This is an optimization exercise on Yosys and OpenROAD, whose aim is a short achievable clock period and few clock cycles, not a production implementation. The RTL was checked by simulation tests, not by an equivalence proof against the original design. Power figures rest on the tool's default switching activity, not on a simulated workload.

[flow/design.v]
`default_nettype none
`timescale 1ns/100ps
package mips_pkg;
  localparam int xlen       = 32;   
  localparam int reg_addr_w = 5;    
  typedef enum logic [5:0] {
    op_rtype = 6'h00,
    op_beq   = 6'h04,
    op_bne   = 6'h05,
    op_addi  = 6'h08,
    op_addiu = 6'h09,
    op_ori   = 6'h0d,
    op_lui   = 6'h0f,
    op_lw    = 6'h23,
    op_sw    = 6'h2b
  } opcode_e;
  typedef enum logic [5:0] {
    f_add  = 6'h20,
    f_addu = 6'h21,
    f_sub  = 6'h22,
    f_subu = 6'h23,
    f_and  = 6'h24,
    f_or   = 6'h25,
    f_slt  = 6'h2a
  } funct_e;
  typedef enum logic [2:0] {
    alu_and = 3'b000,
    alu_or  = 3'b001,
    alu_add = 3'b010,
    alu_sub = 3'b110,
    alu_slt = 3'b111
  } alu_op_e;
  typedef enum logic [1:0] {
    fwd_none = 2'b00,   
    fwd_wb   = 2'b01,
    fwd_mem  = 2'b10
  } fwd_sel_e;
  typedef struct packed {
    logic    regwrite;
    logic    regdst;
    logic    alusrc;
    logic    memwrite;
    logic    memtoreg;
    logic    branch;
    logic    branch_ne;   
    logic    signext;
    logic    shiftl16;
    alu_op_e alu_op;
  } ctrl_t;
  typedef struct packed {
    logic            valid;
    logic [xlen-1:0] instr;
    logic [xlen-1:0] pc_plus4;
  } if_id_t;
  typedef struct packed {
    ctrl_t                 ctrl;
    logic [xlen-1:0]       pc_plus4;
    logic [xlen-1:0]       rd1;
    logic [xlen-1:0]       rd2;
    logic [xlen-1:0]       imm;   
    logic [reg_addr_w-1:0] rs;
    logic [reg_addr_w-1:0] rt;
    logic [reg_addr_w-1:0] rd;
  } id_ex_t;
  typedef struct packed {
    logic                  regwrite;
    logic                  memtoreg;
    logic                  memwrite;
    logic                  branch;
    logic                  branch_ne;
    logic [xlen-1:0]       target;
    logic [xlen-1:0]       alu_result;
    logic                  zero;
    logic [xlen-1:0]       store_data;
    logic [reg_addr_w-1:0] dst;
  } ex_mem_t;
  typedef struct packed {
    logic                  regwrite;
    logic                  memtoreg;
    logic [xlen-1:0]       alu_result;
    logic [xlen-1:0]       read_data;
    logic [reg_addr_w-1:0] dst;
  } mem_wb_t;
endpackage
`default_nettype wire
`timescale 1ns/100ps
`default_nettype none
import mips_pkg::*;
module alu (
  input  logic [mips_pkg::xlen-1:0] a,
  input  logic [mips_pkg::xlen-1:0] b,
  input  mips_pkg::alu_op_e         op,
  output logic [mips_pkg::xlen-1:0] result,
  output logic                      zero
);
  logic less;
  assign less = ($signed(a) < $signed(b));   
  always_comb
  begin
    case (op)
      alu_and: result = a & b;
      alu_or:  result = a | b;
      alu_add: result = a + b;
      alu_sub: result = a - b;
      alu_slt: result = {{(xlen-1){1'b0}}, less};
      default: result = '0;
    endcase
  end
  assign zero = (result == '0);   
endmodule
`default_nettype wire
`timescale 1ns/100ps
`default_nettype none
import mips_pkg::*;
module register_file (
  input  logic                            clk,
  input  logic                            reset,
  input  logic                            we,
  input  logic [mips_pkg::reg_addr_w-1:0] ra1,
  input  logic [mips_pkg::reg_addr_w-1:0] ra2,
  input  logic [mips_pkg::reg_addr_w-1:0] wa,
  input  logic [mips_pkg::xlen-1:0]       wd,
  output logic [mips_pkg::xlen-1:0]       rd1,
  output logic [mips_pkg::xlen-1:0]       rd2
);
  logic [xlen-1:0] regs [1:31];   
  always_ff @(posedge clk)
  begin
    if (reset)
    begin
      for (int i = 1; i < 32; i++)
        regs[i] <= '0;   
    end
    else if (we && (wa != '0))
      regs[wa] <= wd;
  end
  assign rd1 = (ra1 == '0) ? '0 : (we && (wa == ra1)) ? wd : regs[ra1];
  assign rd2 = (ra2 == '0) ? '0 : (we && (wa == ra2)) ? wd : regs[ra2];
endmodule
`default_nettype wire
`timescale 1ns/100ps
`default_nettype none
import mips_pkg::*;
module hazard_unit (
  input  logic [mips_pkg::reg_addr_w-1:0] ex_rs,
  input  logic [mips_pkg::reg_addr_w-1:0] ex_rt,
  input  logic [mips_pkg::reg_addr_w-1:0] mem_dst,
  input  logic [mips_pkg::reg_addr_w-1:0] wb_dst,
  input  logic [mips_pkg::reg_addr_w-1:0] id_rs,
  input  logic [mips_pkg::reg_addr_w-1:0] id_rt,
  input  logic                            mem_regwrite,
  input  logic                            wb_regwrite,
  input  logic                            ex_memtoreg,
  output logic [1:0]                      fwd_a,
  output logic [1:0]                      fwd_b,
  output logic                            stall
);
  function automatic logic [1:0] fwd_select(
    input logic [reg_addr_w-1:0] src,
    input logic                  m_we,
    input logic [reg_addr_w-1:0] m_dst,
    input logic                  w_we,
    input logic [reg_addr_w-1:0] w_dst
  );
    if (m_we && (m_dst != '0) && (m_dst == src))
      fwd_select = fwd_mem;
    else if (w_we && (w_dst != '0) && (w_dst == src))
      fwd_select = fwd_wb;
    else
      fwd_select = fwd_none;
  endfunction
  assign fwd_a = fwd_select(ex_rs, mem_regwrite, mem_dst, wb_regwrite, wb_dst);
  assign fwd_b = fwd_select(ex_rt, mem_regwrite, mem_dst, wb_regwrite, wb_dst);
  assign stall = ex_memtoreg && ((ex_rt == id_rs) || (ex_rt == id_rt));
endmodule
`default_nettype wire
`timescale 1ns/100ps
`default_nettype none
import mips_pkg::*;
module control_decoder (
  input  mips_pkg::opcode_e opcode,
  input  mips_pkg::funct_e  funct,
  output mips_pkg::ctrl_t   ctrl
);
  always_comb
  begin
    ctrl = '0;   
    case (opcode)
      op_rtype:
      begin
        ctrl.regwrite = 1'b1;
        ctrl.regdst   = 1'b1;
        case (funct)
          f_add, f_addu: ctrl.alu_op = alu_add;   
          f_sub, f_subu: ctrl.alu_op = alu_sub;
          f_and:         ctrl.alu_op = alu_and;
          f_or:          ctrl.alu_op = alu_or;
          f_slt:         ctrl.alu_op = alu_slt;
          default:       ctrl        = '0;        
        endcase
      end
      op_lw:
      begin
        ctrl.regwrite = 1'b1;
        ctrl.alusrc   = 1'b1;
        ctrl.memtoreg = 1'b1;
        ctrl.signext  = 1'b1;
        ctrl.alu_op   = alu_add;
      end
      op_sw:
      begin
        ctrl.alusrc   = 1'b1;
        ctrl.memwrite = 1'b1;
        ctrl.signext  = 1'b1;
        ctrl.alu_op   = alu_add;
      end
      op_beq, op_bne:
      begin
        ctrl.branch    = 1'b1;
        ctrl.branch_ne = (opcode == op_bne);
        ctrl.signext   = 1'b1;
        ctrl.alu_op    = alu_sub;   
      end
      op_addi, op_addiu:
      begin
        ctrl.regwrite = 1'b1;
        ctrl.alusrc   = 1'b1;
        ctrl.signext  = 1'b1;
        ctrl.alu_op   = alu_add;
      end
      op_ori:
      begin
        ctrl.regwrite = 1'b1;
        ctrl.alusrc   = 1'b1;
        ctrl.alu_op   = alu_or;   
      end
      op_lui:
      begin
        ctrl.regwrite = 1'b1;
        ctrl.alusrc   = 1'b1;
        ctrl.shiftl16 = 1'b1;
        ctrl.alu_op   = alu_add;   
      end
      default: ctrl = '0;
    endcase
  end
endmodule
`default_nettype wire
`timescale 1ns/100ps
`default_nettype none
import mips_pkg::*;
module mips_pipeline #(
  parameter logic [mips_pkg::xlen-1:0] reset_pc = '0
) (
  input  logic                      clk,
  input  logic                      reset,
  output logic [mips_pkg::xlen-1:0] pc,
  input  logic [mips_pkg::xlen-1:0] instr,
  output logic                      memwrite,
  output logic [mips_pkg::xlen-1:0] memaddr,
  output logic [mips_pkg::xlen-1:0] memwritedata,
  input  logic [mips_pkg::xlen-1:0] memreaddata
);
  mips_pkg::if_id_t          if_id;
  mips_pkg::id_ex_t          id_ex, id_ex_d;
  mips_pkg::ex_mem_t         ex_mem, ex_mem_d;
  mips_pkg::mem_wb_t         mem_wb, mem_wb_d;
  mips_pkg::ctrl_t           dec_ctrl, id_ctrl;
  logic [1:0]                fwd_a, fwd_b;
  logic [xlen-1:0] pc_plus4, id_rd1, id_rd2, id_imm;
  logic [xlen-1:0] src_a, src_b_reg, src_b, alu_result, wb_result;
  logic [15:0]     imm16;
  logic            alu_zero, stall, pcsrc;
  function automatic logic [xlen-1:0] fwd_mux(
    input logic [1:0]                sel,
    input logic [xlen-1:0] reg_val,
    input logic [xlen-1:0] mem_val,
    input logic [xlen-1:0] wb_val
  );
    case (sel)
      fwd_mem: fwd_mux = mem_val;
      fwd_wb:  fwd_mux = wb_val;
      default: fwd_mux = reg_val;
    endcase
  endfunction
  assign pc_plus4 = pc + xlen'(4);
  always_ff @(posedge clk)
  begin
    if (reset)
      pc <= reset_pc;
    else if (pcsrc)
      pc <= ex_mem.target;   
    else if (!stall)
      pc <= pc_plus4;
  end
  always_ff @(posedge clk)
  begin
    if (!stall)
    begin
      if_id.valid    <= 1'b1;
      if_id.instr    <= instr;
      if_id.pc_plus4 <= pc_plus4;
    end
    if (reset || pcsrc)
      if_id.valid <= 1'b0;
  end
  control_decoder u_dec (
    .opcode (mips_pkg::opcode_e'(if_id.instr[31:26])),
    .funct  (mips_pkg::funct_e'(if_id.instr[5:0])),
    .ctrl   (dec_ctrl)
  );
  assign id_ctrl = if_id.valid ? dec_ctrl : '0;
  assign imm16   = if_id.instr[15:0];
  always_comb
  begin
    if (id_ctrl.shiftl16)
      id_imm = {imm16, {(xlen-16){1'b0}}};   
    else if (id_ctrl.signext)
      id_imm = {{(xlen-16){imm16[15]}}, imm16};
    else
      id_imm = {{(xlen-16){1'b0}}, imm16};
  end
  register_file u_rf (
    .clk   (clk),
    .reset (reset),
    .we    (mem_wb.regwrite),
    .ra1   (if_id.instr[25:21]),
    .ra2   (if_id.instr[20:16]),
    .wa    (mem_wb.dst),
    .wd    (wb_result),
    .rd1   (id_rd1),
    .rd2   (id_rd2)
  );
  hazard_unit u_hz (
    .ex_rs        (id_ex.rs),
    .ex_rt        (id_ex.rt),
    .mem_dst      (ex_mem.dst),
    .wb_dst       (mem_wb.dst),
    .id_rs        (if_id.instr[25:21]),
    .id_rt        (if_id.instr[20:16]),
    .mem_regwrite (ex_mem.regwrite),
    .wb_regwrite  (mem_wb.regwrite),
    .ex_memtoreg  (id_ex.ctrl.memtoreg),
    .fwd_a        (fwd_a),
    .fwd_b        (fwd_b),
    .stall        (stall)
  );
  always_comb
  begin
    id_ex_d.ctrl     = id_ctrl;
    id_ex_d.pc_plus4 = if_id.pc_plus4;
    id_ex_d.rd1      = id_rd1;
    id_ex_d.rd2      = id_rd2;
    id_ex_d.imm      = id_imm;
    id_ex_d.rs       = if_id.instr[25:21];
    id_ex_d.rt       = if_id.instr[20:16];
    id_ex_d.rd       = if_id.instr[15:11];
  end
  always_ff @(posedge clk)
  begin
    id_ex <= id_ex_d;
    if (reset || pcsrc || stall)
      id_ex.ctrl <= '0;   
  end
  assign src_a     = fwd_mux(fwd_a, id_ex.rd1, ex_mem.alu_result, wb_result);
  assign src_b_reg = fwd_mux(fwd_b, id_ex.rd2, ex_mem.alu_result, wb_result);
  assign src_b     = id_ex.ctrl.alusrc ? id_ex.imm : src_b_reg;
  alu u_alu (
    .a      (src_a),
    .b      (src_b),
    .op     (id_ex.ctrl.alu_op),
    .result (alu_result),
    .zero   (alu_zero)
  );
  always_comb
  begin
    ex_mem_d.regwrite   = id_ex.ctrl.regwrite;
    ex_mem_d.memtoreg   = id_ex.ctrl.memtoreg;
    ex_mem_d.memwrite   = id_ex.ctrl.memwrite;
    ex_mem_d.branch     = id_ex.ctrl.branch;
    ex_mem_d.branch_ne  = id_ex.ctrl.branch_ne;
    ex_mem_d.target     = id_ex.pc_plus4 + {id_ex.imm[xlen-3:0], 2'b00};
    ex_mem_d.alu_result = alu_result;
    ex_mem_d.zero       = alu_zero;
    ex_mem_d.store_data = src_b_reg;   
    ex_mem_d.dst        = id_ex.ctrl.regdst ? id_ex.rd : id_ex.rt;
  end
  always_ff @(posedge clk)
  begin
    ex_mem <= ex_mem_d;
    if (reset || pcsrc)
    begin
      ex_mem.regwrite  <= 1'b0;
      ex_mem.memtoreg  <= 1'b0;
      ex_mem.memwrite  <= 1'b0;
      ex_mem.branch    <= 1'b0;
      ex_mem.branch_ne <= 1'b0;
    end
  end
  assign pcsrc        = ex_mem.branch && (ex_mem.zero != ex_mem.branch_ne);
  assign memwrite     = ex_mem.memwrite;
  assign memaddr      = ex_mem.alu_result;
  assign memwritedata = ex_mem.store_data;
  always_comb
  begin
    mem_wb_d.regwrite   = ex_mem.regwrite;
    mem_wb_d.memtoreg   = ex_mem.memtoreg;
    mem_wb_d.alu_result = ex_mem.alu_result;
    mem_wb_d.read_data  = memreaddata;
    mem_wb_d.dst        = ex_mem.dst;
  end
  always_ff @(posedge clk)
  begin
    mem_wb <= mem_wb_d;
    if (reset)
    begin
      mem_wb.regwrite <= 1'b0;
      mem_wb.memtoreg <= 1'b0;
    end
  end
  assign wb_result = mem_wb.memtoreg ? mem_wb.read_data : mem_wb.alu_result;
endmodule
`default_nettype wire
[flow/run.sh]
#!/bin/bash
# synth_recipe.tcl (not shown) runs the flow's synth.tcl, then flattens the netlist and writes it again
# the make line also repeats each setting of config.mk as NAME=value (left out here)
make -C /OpenROAD-flow-scripts/flow DESIGN_CONFIG=/design/flow/config.mk WORK_HOME=/design/flow/orfs CLKGATE_MAP_FILE= SYNTH_SCRIPT=/design/flow/synth_recipe.tcl finish
[flow/config.mk]
export PLATFORM = sky130hd
export DESIGN_NAME = mips_pipeline
export DESIGN_NICKNAME = mips_pipeline
export VERILOG_FILES = /design/flow/design.v
export SDC_FILE = /design/flow/constraint.sdc
export NUM_CORES = 4
export LEC_CHECK = 0
export CAP_MARGIN = 20
export CORE_MARGIN = 2
export CORE_UTILIZATION = 40
export SLEW_MARGIN = 20
[flow/constraint.sdc]
create_clock -name core_clock -period 6.5 [get_ports {clk}]
set_input_delay 1.3000 -clock core_clock [delete_from_list [all_inputs] [get_ports {clk}]]
set_output_delay 1.3000 -clock core_clock [all_outputs]
set_load 0.01 [all_outputs]
==> impl_metrics.json <==
{
  "status": "no timing/DRC/antenna violations",
  "initial_core_util": 0.402,
  "cts_max_path_buffers": 3,
  "async_flop_share": 0,
  "via_per_inst": 6.06,
  "syn_area_per_cell_sq_um": 13.0,
  "yosys.area.top_type": "edfxtp_1",
  "reg2reg_from": "mem_wb[3]",
  "hp-start": "id_ex[111]",
  "finalHoldViolCount": 0,
  "seq_area_frac_synth": 0.546,
  "cts_root_buffer": "clkbuf_16",
  "power_frac_seq": 0.467,
  "nNetsFinal": 5826,
  "antenna_left": 0,
  "grt_pass1_vias": 48800,
  "vias": 49800,
  "startpoint_type": "flip-flop",
  "pwr-share-comb": 0.145,
  "finalSetupViolations": 0,
  "gr-total-overflow": 0,
  "irDropWorstVdd_uv": 279,
  "ys_ff_latch": 1462,
  "power.switching_w": 0.00631,
  "die_w_um": 433,
  "p_int_w": 0.0168,
  "drtPass1Iterations": 6,
  "routed_wl_um": 246000,
  "netSwitchingFraction": 0.273,
  "dp_cells": 7931,
  "power_w": 0.0231,
  "finalCritPeriodShare": 0.935,
  "drc": 0,
  "slew_headroom": 0.227,
  "yosys-top-cells-area": "edfxtp_1 44%, mux4_2 20%, dfxtp_1 10%",
  "grt_start_max_net_pins": 115,
  "synth_cell_types": 81,
  "die_area_sq_um": 187000,
  "pre_cts_slack_ps": 544,
  "num_rows": 157,
  "cp-endpoint": "ex_mem[37]",
  "rrSetupSlack_ps": 420,
  "htree_levels": 4,
  "fin_tns_setup_ps": 0,
  "hp-class": "flip-flop to flip-flop",
  "clk_pin_slew_ps": 60,
  "max_freq_mhz": 165,
  "period_needed_ps": 6080,
  "leakage_nw": 28.9,
  "cp.arrival_ps": 6780,
  "crit_start": "mem_wb[3]",
  "detail_route.wl_per_cell_um": 29.9,
  "critPathMaxFanout": 43,
  "netlist_instances": 5637,
  "rr_worst_depth": 22,
  "power_density_nw_per_um2": 277,
  "ctsResizeCount": 0,
  "gp_congestion": 0.962,
  "cap_violations": 0,
  "drive_above_1_share": 0.216,
  "grt_pass1_wl_um": 350000,
  "fin_util": 0.456,
  "post-dp-hpwl_um": 153000,
  "core_sq_um": 183000,
  "pin_count": 163,
  "numCtsBuffers": 160,
  "clkSinkCount": 1462,
  "clock_skew_ps": 44.2,
  "cts_setup_buffers": 0,
  "fp.dieH_um": 433,
  "stdcell_count": 8228,
  "cts_tree": "done",
  "drt_first_iter_violations": 6586,
  "synth_ff_type": "edfxtp_1",
  "rsz0062_at_grt": "no",
  "synthToLayoutAreaGrowth_pct": 13.5,
  "synth_warnings": 5,
  "worst_slack_ps": 424,
  "worstMarginPinSlew_ps": 1150,
  "numPortBuffers": 162,
  "finalMaxSlewViolations": 0,
  "clk_latency_ps": 830,
  "antenna_found_initial": 5,
  "cts_hold_buf": 0,
  "synth_top_area_frac": 0.445,
  "p_clk_frac": 0.388,
  "post_synth_instance_area_sq_um": 73500,
  "path_class": "flip-flop to flip-flop",
  "worstPathRequired_ps": 7210,
  "cp-end-kind": "flip-flop",
  "gr-usage-all-layers": 0.261,
  "rr_endpoint": "ex_mem[37]",
  "synth_edf_count": 1088
}
-- routing by layer --
layer	vias to the layer above	global-route usage	part of all wire
li1	21000	-	-
met1	25500	0.342	0.38
met2	2841	0.425	0.48
met3	522	0.0539	0.10
met4	6	0.101	0.041
met5	-	0	0.00016
-- layout by cell type, fill, tap and decap left out, types with 30 or more instances in the layout --
cell / count
nor3_1: 60
a21oi_1: 108
nor2_1: 1132
buf_4: 171
clkbuf_16: 163
clkdlybuf4s50_1: 161
xnor2_1: 76
dfxtp_1: 361
a211oi_1: 162
xor2_1: 44
mux2i_4: 32
o21ai_0: 192
nor2b_1: 98
ha_1: 128
mux4_2: 640
nand2_1: 241
clkbuf_1: 40
a21o_1: 40
nand3_1: 42
inv_1: 146
nand2b_2: 31
mux2_2: 44
edfxtp_1: 1088
o21a_1: 30
conb_1: 32
-- worst min path at each step --
| stage | end | slack (ps) | cells past startpoint |
|---|---|---|---|
| global placement | ex_mem[70] | 310 | 0 |
| CTS | ex_mem[70] | 330 | 0 |
| finish | ex_mem[70] | 330 | 0 |
| detailed placement | ex_mem[70] | 310 | 0 |
| floorplan | ex_mem[70] | 310 | 0 |
| global route | ex_mem[71] | 330 | 0 |
-- per-stage QoR --
stage / hold slack [ps] / area [sq um]
2_1_floorplan: 310 / 73600
3_3_place_gp: 310 / 78300
3_5_place_dp: 312 / 78300
4_1_cts: 325 / 83400
5_1_grt: 331 / 83400
6_report: 326 / 83400
-- critical path: stages, from the launching register on --
cell	delay, ps
dfxtp_1	370
buf_4	200
xnor2_1	140
nand3_1	100
nor4_2	500
buf_12	260
nand2_1	70
o21ai_0	70
o21ai_0	130
mux2_2	360
ha_1	270
fa_1	470
or2_4	260
a221oi_4	340
o311a_4	250
nor4_2	80
o41a_1	430
or4_1	480
a221o_1	370
a211o_1	320
nor4_2	140
nand4_1	170
nor4_2	160
-- state kept, by name, indices dropped and copies added, names as in the netlist, named ones only --
signal / cells
if_id: 65
u_rf.regs: 1024
ex_mem: 107
pc: 32
mem_wb: 71
id_ex: 153
-- area by class of cell --
type                       instances  area, sq um
fill                           16200        99500
multi-input combinational       3505        31200
timing repair buffer             351         3260
clock buffer                     217         4410
sequential                      1462        40200
inverter                         149          561
tap                             2464         3080
antenna                            5         12.5
clock inverter                    75          697
-- cells in the mapped netlist (all sizes together), types with 15 or more instances --
library cell	instances
o21bai	15
a21oi	108
nand3	42
a31oi	16
xor2	44
edfxtp	1088
or3	21
mux2i	54
nand2	263
ha	128
a21o	42
a211oi	162
nor3	60
o21ai	192
nand2b	46
nor2	1135
clkbuf	420
nor2b	98
dfxtp	374
nor4	22
and2	17
mux4	640
mux2	44
xnor2	76
o21a	30
and3	25
o211ai	25
buf	132
inv	147
a311oi	19
-- power by group through the flow --
stage	logic (W)	registers, W	clock network [W]
finish	0.00336	0.0108	0.00896
global route	0.00356	0.0108	0.00940
CTS	0.00330	0.0108	0.00905
detailed placement	0.00329	0.0110	0
global placement	0.00329	0.0110	0
floorplan	0.00223	0.0108	0
-- logic make-up (layout without fill, tap and decap cells) --
kind of cell | Yosys count | after routing | share of synthesized area
AOI/OAI and AO/OA | 698 | 698 | 0.0632
muxes | 738 | 738 | 0.210
and+or+nand+nor | 1786 | 1786 | 0.104
buffers and inverters | 701 | 792 | 0.0393
DFF | 1462 | 1462 | 0.546
xor gates and xnor gates | 120 | 120 | 0.0143
adders and majority gates | 131 | 131 | 0.0226
other | 1 | 37 | 0.0000510
Testbench counts, summed over its fixed seeds: cycles 63,627.

separate check: timing with driven ports:
In the flow no input, the clock included, has a driving cell. The finished layout below was timed again as built, in two steps. Step 1 assumes that a clkbuf_16 drives the clock port and a buf_2 every other input. Step 2, shift: input delay + t, output delay - t, t = (earliest + latest rising clock arrival at the registers) / 2. This alone moves slack from input paths to output paths. a / b / c = ideal ports / drivers / drivers and shift; a / b = the first two.
shift t [ns]: 0.891
setup slack, ns: 0.424 / 0.424 / 0.424
hold WS [ns]: 0.326 / 0.326 / 0.326
After both steps setup and hold are still met in this run. The setup slack of this run moves by 0.000 ns with the drivers and by 0.000 ns with both steps.
